What follows belongs to an exercise in optimizing a design on an open flow for small area, a short achievable clock period and few clock cycles; a production flow would make more cautious choices.
In this exercise RTL edits were held to simulation tests only and were not proved equivalent to the original.

$ cat design/flow/design.v
package dcnt_pkg;
	localparam int VAL_W     = 48;
	localparam int CMD_W     = 2;
	localparam int COUNT_W   = 16;
	localparam int UNIT_W    = 2;
	localparam int CFG_IDX_W = 2;
	localparam int DIV_W     = 32;
	localparam int MAG_W     = VAL_W + 1;
	localparam logic [CMD_W-1:0] CMD_INC  = 2'd0;
	localparam logic [CMD_W-1:0] CMD_DEC  = 2'd1;
	localparam logic [CMD_W-1:0] CMD_PEEK = 2'd2;
	localparam logic [UNIT_W-1:0] UNIT_MS  = 2'd0;
	localparam logic [UNIT_W-1:0] UNIT_SEC = 2'd1;
	localparam logic [UNIT_W-1:0] UNIT_MIN = 2'd2;
	localparam logic [UNIT_W-1:0] UNIT_BAD = 2'd3;
	localparam logic [CFG_IDX_W-1:0] REG_RATE  = 2'd0;
	localparam logic [CFG_IDX_W-1:0] REG_COUNT = 2'd1;
	localparam logic [CFG_IDX_W-1:0] REG_UNIT  = 2'd2;
	localparam logic [VAL_W-1:0] VAL_MAX   = {1'b0, {(VAL_W-1){1'b1}}};
	localparam logic [VAL_W-1:0] VAL_MIN   = {1'b1, {(VAL_W-1){1'b0}}};
	localparam logic [MAG_W-1:0] DEG_LIMIT = {1'b1, {VAL_W{1'b0}}};
	typedef struct packed {
		logic [CMD_W-1:0]        cmd;
		logic signed [VAL_W-1:0] amount;
		logic [VAL_W-1:0]        now_ms;
	} req_t;
	typedef struct packed {
		logic                    status;
		logic signed [VAL_W-1:0] result_value;
	} rsp_t;
	typedef struct packed {
		logic signed [VAL_W-1:0] decay_step;
		logic [COUNT_W-1:0]      interval_count;
		logic [UNIT_W-1:0]       interval_unit;
	} cfg_t;
endpackage
module dcnt_alu #(
	parameter int AW = 52
) (
	input  logic [AW-1:0] a,
	input  logic [AW-1:0] b,
	input  logic          sub,
	output logic [AW-1:0] sum
);
	assign sum = a + (sub ? ~b : b) + AW'(sub);
endmodule
import dcnt_pkg::*;
module dcnt_cfg #(
	parameter int FRAC_BITS = 16
) (
	input  logic                           clk,
	input  logic                           arst_n,
	input  logic                           cfg_valid,
	output logic                           cfg_ready,
	input  logic [dcnt_pkg::CFG_IDX_W-1:0] cfg_index,
	input  logic [dcnt_pkg::VAL_W-1:0]     cfg_data,
	output dcnt_pkg::cfg_t                 regs
);
	localparam logic [VAL_W-1:0] RATE_RST = VAL_W'(1) << FRAC_BITS;
	dcnt_pkg::cfg_t regs_q;
	assign cfg_ready = 1'b1;
	assign regs      = regs_q;
	always_ff @(posedge clk or negedge arst_n) begin
		if (!arst_n) begin
			regs_q.decay_step     <= RATE_RST;
			regs_q.interval_count <= COUNT_W'(1);
			regs_q.interval_unit  <= UNIT_MS;
		end else if (cfg_valid && cfg_ready) begin
			case (cfg_index)
				REG_RATE:  regs_q.decay_step     <= cfg_data;
				REG_COUNT: regs_q.interval_count <= cfg_data[COUNT_W-1:0];
				REG_UNIT:  regs_q.interval_unit  <= cfg_data[UNIT_W-1:0];
				default: begin
				end
			endcase
		end
	end
endmodule
import dcnt_pkg::*;
module dcnt_core #(
	parameter int TIME_WIDTH = 48
) (
	input  logic           clk,
	input  logic           arst_n,
	input  logic           req_valid,
	input  dcnt_pkg::req_t req,
	output logic           req_stall,
	input  dcnt_pkg::cfg_t regs,
	input  logic           slot_free,
	output logic           done,
	output dcnt_pkg::rsp_t rsp_d
);
	localparam int TW = TIME_WIDTH;
	localparam int AW = ((TW > 50) ? TW : 50) + 2;
	localparam int CW = $clog2(TW);
	localparam logic [3:0] S_IDLE   = 4'd0;
	localparam logic [3:0] S_DISP   = 4'd1;
	localparam logic [3:0] S_SUBAMT = 4'd2;
	localparam logic [3:0] S_AGE    = 4'd3;
	localparam logic [3:0] S_DIV    = 4'd4;
	localparam logic [3:0] S_ABS    = 4'd5;
	localparam logic [3:0] S_MUL    = 4'd6;
	localparam logic [3:0] S_APPLY  = 4'd7;
	localparam logic [3:0] S_ADDAMT = 4'd8;
	localparam logic [3:0] S_REPLY  = 4'd9;
	logic [3:0]       state_q;
	logic [CMD_W-1:0] cmd_q;
	logic [VAL_W-1:0] amt_q;
	logic [TW-1:0]    now_q;
	logic             exists_q;
	logic [VAL_W-1:0] raw_q;
	logic [TW-1:0]    created_q;
	logic [DIV_W-1:0] rem_q;
	logic [DIV_W-1:0] div_q;
	logic [TW-1:0]    q_q;
	logic [VAL_W-1:0] rabs_q;
	logic [MAG_W-1:0] acc_q;
	logic [CW-1:0]    cnt_q;
	logic             pass_q;
	logic             status_q;
	logic [VAL_W-1:0] res_q;
	logic [AW-1:0]    alu_a, alu_b, sum;
	logic             alu_sub;
	logic             neg, hi, all1;
	logic [VAL_W-1:0] clamp0, clamp_full, deg;
	logic [MAG_W-1:0] acc_next;
	logic [63:0]      now_wide;
	logic [COUNT_W-1:0] cnt_eff;
	logic [15:0]      unit_len;
	function automatic logic [AW-1:0] sx(input logic [VAL_W-1:0] x);
		sx = {{(AW-VAL_W){x[VAL_W-1]}}, x};
	endfunction
	dcnt_alu #(.AW(AW)) u_alu (
		.a   (alu_a),
		.b   (alu_b),
		.sub (alu_sub),
		.sum (sum)
	);
	always_comb begin
		alu_a   = '0;
		alu_b   = '0;
		alu_sub = 1'b0;
		case (state_q)
			S_SUBAMT: begin
				alu_a   = sx(raw_q);
				alu_b   = sx(amt_q);
				alu_sub = 1'b1;
			end
			S_AGE: begin
				alu_a   = AW'(now_q);
				alu_b   = AW'(created_q);
				alu_sub = 1'b1;
			end
			S_DIV: begin
				alu_a   = AW'({rem_q, q_q[TW-1]});
				alu_b   = AW'(div_q);
				alu_sub = 1'b1;
			end
			S_ABS: begin
				alu_b   = sx(regs.decay_step);
				alu_sub = regs.decay_step[VAL_W-1];
			end
			S_MUL: begin
				alu_a = AW'({acc_q, 1'b0});
				alu_b = q_q[TW-1] ? AW'(rabs_q) : '0;
			end
			S_APPLY: begin
				alu_a   = sx(raw_q);
				alu_b   = AW'(acc_q);
				alu_sub = !regs.decay_step[VAL_W-1];
			end
			S_ADDAMT: begin
				alu_a = sx(raw_q);
				alu_b = sx(amt_q);
			end
			default: begin
			end
		endcase
	end
	always_comb begin
		neg        = sum[AW-1];
		hi         = |sum[AW-2:VAL_W-1];
		all1       = &sum[AW-2:VAL_W-1];
		clamp0     = neg ? '0 : (hi ? VAL_MAX : sum[VAL_W-1:0]);
		clamp_full = neg ? (all1 ? sum[VAL_W-1:0] : VAL_MIN)
		                 : (hi ? VAL_MAX : sum[VAL_W-1:0]);
		deg        = (regs.interval_unit == UNIT_BAD) ? '0 : clamp0;
		acc_next   = ((|sum[AW-1:MAG_W]) || (sum[MAG_W-1] && (|sum[MAG_W-2:0])))
		             ? DEG_LIMIT : sum[MAG_W-1:0];
		now_wide   = 64'(req.now_ms);
		cnt_eff    = (regs.interval_count == '0) ? COUNT_W'(1) : regs.interval_count;
		case (regs.interval_unit)
			UNIT_SEC: unit_len = 16'd1000;
			UNIT_MIN: unit_len = 16'd60000;
			default:  unit_len = 16'd1;
		endcase
	end
	assign req_stall = (state_q != S_IDLE);
	assign done      = (state_q == S_REPLY) && slot_free;
	assign rsp_d     = {status_q, res_q};
	always_ff @(posedge clk or negedge arst_n) begin
		if (!arst_n) begin
			state_q   <= S_IDLE;
			exists_q  <= 1'b0;
			raw_q     <= '0;
			created_q <= '0;
			pass_q    <= 1'b0;
			cnt_q     <= '0;
			acc_q     <= '0;
		end else begin
			case (state_q)
				S_IDLE: begin
					if (req_valid) begin
						cmd_q   <= req.cmd;
						amt_q   <= req.amount;
						now_q   <= now_wide[TW-1:0];
						state_q <= S_DISP;
					end
				end
				S_DISP: begin
					status_q <= 1'b1;
					res_q    <= '0;
					pass_q   <= 1'b0;
					state_q  <= S_REPLY;
					case (cmd_q)
						CMD_INC: begin
							if (!exists_q) begin
								exists_q  <= 1'b1;
								raw_q     <= amt_q;
								created_q <= now_q;
								res_q     <= amt_q;
								status_q  <= 1'b0;
							end else begin
								state_q <= S_AGE;
							end
						end
						CMD_DEC:  if (exists_q) state_q <= S_SUBAMT;
						CMD_PEEK: if (exists_q) state_q <= S_AGE;
						default: begin
						end
					endcase
				end
				S_SUBAMT: begin
					if (clamp0 == '0) begin
						exists_q <= 1'b0;
						status_q <= 1'b0;
						res_q    <= '0;
						state_q  <= S_REPLY;
					end else begin
						raw_q   <= clamp0;
						state_q <= S_AGE;
					end
				end
				S_AGE: begin
					q_q     <= neg ? '0 : sum[TW-1:0];
					rem_q   <= '0;
					div_q   <= DIV_W'(unit_len) * DIV_W'(cnt_eff);
					cnt_q   <= CW'(TW - 1);
					state_q <= (regs.interval_unit == UNIT_BAD) ? S_APPLY : S_DIV;
				end
				S_DIV: begin
					rem_q <= neg ? {rem_q[DIV_W-2:0], q_q[TW-1]} : sum[DIV_W-1:0];
					q_q   <= {q_q[TW-2:0], !neg};
					cnt_q <= cnt_q - CW'(1);
					if (cnt_q == '0) state_q <= S_ABS;
				end
				S_ABS: begin
					rabs_q  <= sum[VAL_W-1:0];
					acc_q   <= '0;
					cnt_q   <= CW'(TW - 1);
					state_q <= S_MUL;
				end
				S_MUL: begin
					acc_q <= acc_next;
					q_q   <= {q_q[TW-2:0], 1'b0};
					cnt_q <= cnt_q - CW'(1);
					if (cnt_q == '0) state_q <= S_APPLY;
				end
				S_APPLY: begin
					status_q <= 1'b0;
					state_q  <= S_REPLY;
					if (cmd_q == CMD_INC && !pass_q) begin
						if (deg == '0) begin
							raw_q     <= amt_q;
							created_q <= now_q;
							res_q     <= amt_q;
						end else begin
							state_q <= S_ADDAMT;
						end
					end else begin
						res_q <= deg;
						if (cmd_q == CMD_PEEK && deg == '0) exists_q <= 1'b0;
					end
				end
				S_ADDAMT: begin
					raw_q   <= clamp_full;
					pass_q  <= 1'b1;
					state_q <= S_APPLY;
				end
				S_REPLY: begin
					if (slot_free) state_q <= S_IDLE;
				end
				default: state_q <= S_IDLE;
			endcase
		end
	end
endmodule
import dcnt_pkg::*;
module decaying_counter #(
	parameter int TIME_WIDTH = 48,
	parameter int FRAC_BITS  = 16
) (
	input  logic                           clk,
	input  logic                           arst_n,
	input  logic                           cfg_valid,
	output logic                           cfg_ready,
	input  logic [dcnt_pkg::CFG_IDX_W-1:0] cfg_index,
	input  logic [dcnt_pkg::VAL_W-1:0]     cfg_data,
	input  logic                           req_valid,
	output logic                           req_stall,
	input  logic [dcnt_pkg::CMD_W-1:0]     req_cmd,
	input  logic [dcnt_pkg::VAL_W-1:0]     req_amount,
	input  logic [dcnt_pkg::VAL_W-1:0]     req_now_ms,
	output logic                           rsp_valid,
	input  logic                           rsp_stall,
	output logic                           rsp_status,
	output logic [dcnt_pkg::VAL_W-1:0]     rsp_result_value
);
	dcnt_pkg::cfg_t regs;
	dcnt_pkg::req_t req;
	dcnt_pkg::rsp_t rsp_d, rsp_q;
	logic rsp_valid_q;
	logic slot_free;
	logic done;
	dcnt_cfg #(.FRAC_BITS(FRAC_BITS)) u_cfg (
		.clk       (clk),
		.arst_n    (arst_n),
		.cfg_valid (cfg_valid),
		.cfg_ready (cfg_ready),
		.cfg_index (cfg_index),
		.cfg_data  (cfg_data),
		.regs      (regs)
	);
	dcnt_core #(.TIME_WIDTH(TIME_WIDTH)) u_core (
		.clk       (clk),
		.arst_n    (arst_n),
		.req_valid (req_valid),
		.req       (req),
		.req_stall (req_stall),
		.regs      (regs),
		.slot_free (slot_free),
		.done      (done),
		.rsp_d     (rsp_d)
	);
	assign slot_free = !rsp_valid_q || !rsp_stall;
	assign rsp_valid = rsp_valid_q;
	assign req              = {req_cmd, req_amount, req_now_ms};
	assign rsp_status       = rsp_q.status;
	assign rsp_result_value = rsp_q.result_value;
	always_ff @(posedge clk or negedge arst_n) begin
		if (!arst_n) begin
			rsp_valid_q <= 1'b0;
		end else if (done) begin
			rsp_valid_q <= 1'b1;
		end else if (!rsp_stall) begin
			rsp_valid_q <= 1'b0;
		end
	end
	always_ff @(posedge clk) begin
		if (done) begin
			rsp_q <= rsp_d;
		end
	end
endmodule
$ cat design/flow/run.sh
#!/bin/bash
# synth_recipe.tcl (not shown) runs the flow's synth.tcl, then flattens the netlist and writes it again
# the make line also repeats each setting of config.mk as NAME=value (left out here)
make -C /OpenROAD-flow-scripts/flow DESIGN_CONFIG=/design/flow/config.mk WORK_HOME=/design/flow/orfs CLKGATE_MAP_FILE= SYNTH_SCRIPT=/design/flow/synth_recipe.tcl finish
$ cat design/flow/config.mk
export PLATFORM = sky130hd
export DESIGN_NAME = decaying_counter
export DESIGN_NICKNAME = decaying_counter
export VERILOG_FILES = /design/flow/design.v
export SDC_FILE = /design/flow/constraint.sdc
export NUM_CORES = 4
export LEC_CHECK = 0
export CAP_MARGIN = 20
export CORE_MARGIN = 2
export CORE_UTILIZATION = 40
export SLEW_MARGIN = 20
$ cat design/flow/constraint.sdc
create_clock -name core_clock -period 10.0 [get_ports {clk}]
set_input_delay 2.0000 -clock core_clock [delete_from_list [all_inputs] [get_ports {clk}]]
set_output_delay 2.0000 -clock core_clock [all_outputs]
set_load 0.01 [all_outputs]
==> summary.md <==
| Metric | Value |
|---|---|
| Status | `no timing/DRC/antenna violations` |
| Latest clock arrival within the worst-skew pair | `0.66 ns` |
| Max-slew headroom | `0.302` |
| Final Critical Period | `between 8 and 9 ns` |
| Final Non-Filler Cells | `4482` |
| Fmax | `approximately 120 MHz` |
| FF-to-FF path depth | `21` |
| Max_cap viols | `0` |
| Area leader, netlist | `edfxtp_1` |
| Port-buffer cells | `between 200 and 250` |
| Drc violations | `0` |
| HPWL after DPL | `76100 um` |
| Via count | `~25000` |
| Worst reg2reg path startpoint | `u_core.state_q[3]$_DFFE_PN0P_` |
| DR vias/cell | `5.64` |
| Post-Syn Nets | `3596` |
| H-tree depth | `2` |
| Clock transition at path regs | `about 0.060 ns` |
| EDFF count, synth | `356` |
| CTS tree | `built` |
| Post-synth top area share | `0.312` |
| Met2 Use GR | `0.414` |
| Filler Cell Count | `between 7000 and 8000` |
| Fin Hold WS | `0.418 ns` |
| Largest net degree at the start of global routing | `99` |
| FF+latch count, synth | `580` |
| Drt first-iter violations | `2698` |
| R2r endpoint | `u_core.res_q[23]$_DFFE_PP_` |
| Detailed Routing Iterations Pass 1 | `7` |
| CP Launch Type | `flip-flop` |
| Post-synth ARST share | `0.386` |
| GRT busiest layer | `met2` |
| Ranking of synthesized cells by area | `edfxtp_1 31%, dfrtp_1 16%, ha_1 7.2%` |
| Synth-to-Final Area Change | `15.9%` |
| Hold Violations, Final | `0` |
| RSZ-0062 raised after global routing | `false` |
| Initial antenna violation count | `2` |
| Hold buffers post-CTS | `0` |
| Synth Flop Type | `edfxtp_1` |
| DIE AREA | `87900 sq um` |
| Routed WL | `~110000 um` |
| Sequential share of the synthesized area | `0.476` |
| Critical path capture point | `u_core.res_q[23]$_DFFE_PP_` |
| Gpl congestion | `roughly 0.91` |
| Die Span Y | `a little under 300 um` |
| Critical Path Start | `u_core.state_q[3]$_DFFE_PN0P_` |
| Clock buffer depth | `3` |
| Cell Area, Synth | `34200 sq um` |
| Vias in the first global route | `25600` |
| CP Max Fanout | `31` |
| Initial core utilization | `0.403` |
| Slew Limit Fails | `0` |
| Mean cell area of the mapped netlist | `11.0 sq um` |
| CP Capture Type | `flip-flop` |
| Clk sinks | `580` |
| Final period util | `0.861` |
| Gr usage total | `0.241` |
| Layout cells sized above 1 | `0.0986` |
| Critical path, cell by cell | `nor4b_1 > or2_2 > a22oi_1 > nand3_1 > xnor2_1 > ha_1 > nand4_1 > nor2_1 > nand2_1 > or4_1 > o32ai_1 > o211ai_1 > a21oi_1 > o21a_1 > o211ai_1 > a2111oi_0 > and4bb_4 > a21oi_1 > o21ai_0 > o31a_2 > buf_12` |
| Top-count cell post-synth | `nand2_1` |
| Ant diodes | `0` |
| Post-CTS setup buffers | `0` |
| FP Rows | `107` |
| Hold Path Origin | `u_core.res_q[8]$_DFFE_PP_` |
| GRT overflow | `0` |
| # setup viols final | `0` |
| Number of I/O pins | `205` |
| Root Buffer | `clkbuf_16` |
| Inst Count DP | `4366` |
| Met1 Usage GRT | `0.317` |
| WP data arrival | `8.92 ns` |
| TritonCTS Buffers | `a little over 60` |
| Netlist cell types | `91` |
| CP max stage delay | `around 0.87 ns` |
| Final design utilization | `0.467` |
| Synthesized instance count | `3126` |
| Per-cell routed wire length | `around 24 um` |
| Die Width | `slightly below 300 um` |
| CP max stage cell | `dfrtp_1` |
| Skew final | `0.0452 ns` |
| Antenna Nets Post-Route | `0` |
| R2R Setup Slk | `1.39 ns` |
| Global-route wire length before repair | `160000 um` |
| WS Path Type | `reg2reg` |
| Nets | `roughly 3800` |
| YS warnings | `3` |
| Critical Path RT | `a little over 10 ns` |
| Core area | `85000 sq um` |
| Setup tns final | `0 ns` |
| Commonest cells in the netlist | `393 x nand2_1, 356 x edfxtp_1, 265 x inv_1` |
| Met3 Use GR | `0.0332` |
| PostCTS Resize Cnt | `0` |
| Worst min path class | `reg2reg` |
| Least-Margin Pin Slew | `1.05 ns` |
[worst max-delay path, delay by kind of cell, from the launching register on]
kind	cells	cell delay (ns)
xor gates and xnor gates	1	0.08
and+or+nand+nor	8	3.36
AOI/OAI and AO/OA	10	3.16
adders and majority gates	1	0.43
DFF	1	0.87
buffers and inverters	1	0.29
[stage by stage]
stage | area (sq um) | worst slack [ns]
after floorplan | 34200 | 2.83
after global placement | 37600 | 1.58
after detailed placement | 37600 | 1.50
after CTS | 39700 | 1.46
after global routing | 39700 | 0.733
final | 39700 | 1.39
[cells in the final DEF (no fill, tap or decap), types with 16 or more instances in the layout]
cell type | synthesis | routed
edfxtp_1 | 356 | 356
nand3_1 | 58 | 57
clkbuf_16 | 0 | 61
buf_4 | 2 | 49
clkdlybuf4s50_1 | 0 | 202
nor3_1 | 35 | 33
o21ai_0 | 214 | 212
inv_1 | 265 | 265
dfrtp_1 | 222 | 222
xnor2_1 | 96 | 96
a222oi_1 | 62 | 62
nor2_1 | 130 | 124
a21oi_1 | 124 | 123
o21a_1 | 17 | 16
ha_1 | 198 | 198
a22oi_1 | 144 | 144
mux2_2 | 122 | 122
a21o_1 | 31 | 31
nor2b_1 | 26 | 25
and2_1 | 45 | 43
mux2_1 | 40 | 40
nand2_1 | 393 | 392
clkinv_2 | 0 | 16
fa_1 | 119 | 119
xor2_1 | 19 | 19
o31ai_1 | 21 | 21
[cell families after synthesis]
| family | after synthesis | share of synthesized area |
|---|---|---|
| and+or+nand+nor | 785 | 0.105 |
| AOI/OAI and AO/OA | 738 | 0.145 |
| DFF | 580 | 0.476 |
| buffers and inverters | 425 | 0.0483 |
| adders and majority gates | 317 | 0.142 |
| muxes | 163 | 0.0536 |
| xor gates and xnor gates | 117 | 0.0304 |
| other | 1 | 0.000110 |
[per-layer routing]
| metal | share of wire | up-vias | routed length (um) |
|---|---|---|---|
| met2 | 0.49 | 942 | 52200 |
| li1 | - | 11600 | - |
| met4 | 0.029 | 0 | 3050 |
| met5 | 0 | - | 0 |
| met3 | 0.064 | 164 | 6810 |
| met1 | 0.42 | 12600 | 44300 |
[sequential cells by signal (all words and copies together) (netlist names)]
register,count
u_core.pass_q,1
u_cfg.regs_q,66
u_core.state_q,4
u_core.exists_q,1
u_core.res_q,48
u_core.rabs_q,48
u_core.created_q,48
rsp_valid_q,1
rsp_q,49
u_core.rem_q,32
u_core.acc_q,49
u_core.div_q,32
u_core.cmd_q,2
u_core.cnt_q,6
u_core.q_q,48
u_core.amt_q,48
u_core.raw_q,48
u_core.now_q,48
u_core.status_q,1
[worst min-delay path by stage]
stage / cells after the start / endpoint / slack [ns]
final: 0 / rsp_q[8]$_DFFE_PP_ / 0.42
after global routing: 0 / rsp_q[8]$_DFFE_PP_ / 0.43
after CTS: 0 / rsp_q[11]$_DFFE_PP_ / 0.42
after detailed placement: 0 / rsp_q[8]$_DFFE_PP_ / 0.40
after global placement: 0 / rsp_q[11]$_DFFE_PP_ / 0.40
after floorplan: 0 / rsp_q[0]$_DFFE_PP_ / 0.40
[cell type report]
type | instances | area, sq um | area share
multi-input cells | 2121 | 16500 | 0.415
flip-flops and latches | 580 | 16300 | 0.411
repair buffers | 254 | 2440 | 0.0614
clock buffers | 75 | 1630 | 0.0411
well taps | 1144 | 1430 | 0.0361
inverters | 267 | 1000 | 0.0253
clock inverters | 41 | 410 | 0.0103
Testbench counts, summed over its fixed seeds: cycles 489,982.

-- static timing again, ports no longer ideal --
No port has a modelled driver above. Below, the same layout with a new extraction and two added sets of constraints.
Step 1 sets driving cells, clkbuf_16 on the clock port and buf_2 on the other inputs (assumed; they add their load-dependent delay and slew).
Step 2 also shifts input and output timing later by t, the mid clock arrival at the registers, as if the neighbouring blocks saw the same clock.
a / b / c = ideal / step 1 / step 2; a / b = the first two.
t (ns): 0.702
setup slack, ns: 1.388 / 1.388 / 1.388
hold slack, ns: 0.418 / 0.418 / 0.418
worst register clock-pin slew, ns: 0.07 / 0.07
After both steps this run still meets setup and hold. The setup slack of this run moves by 0.000 ns with the drivers and by 0.000 ns with both steps.
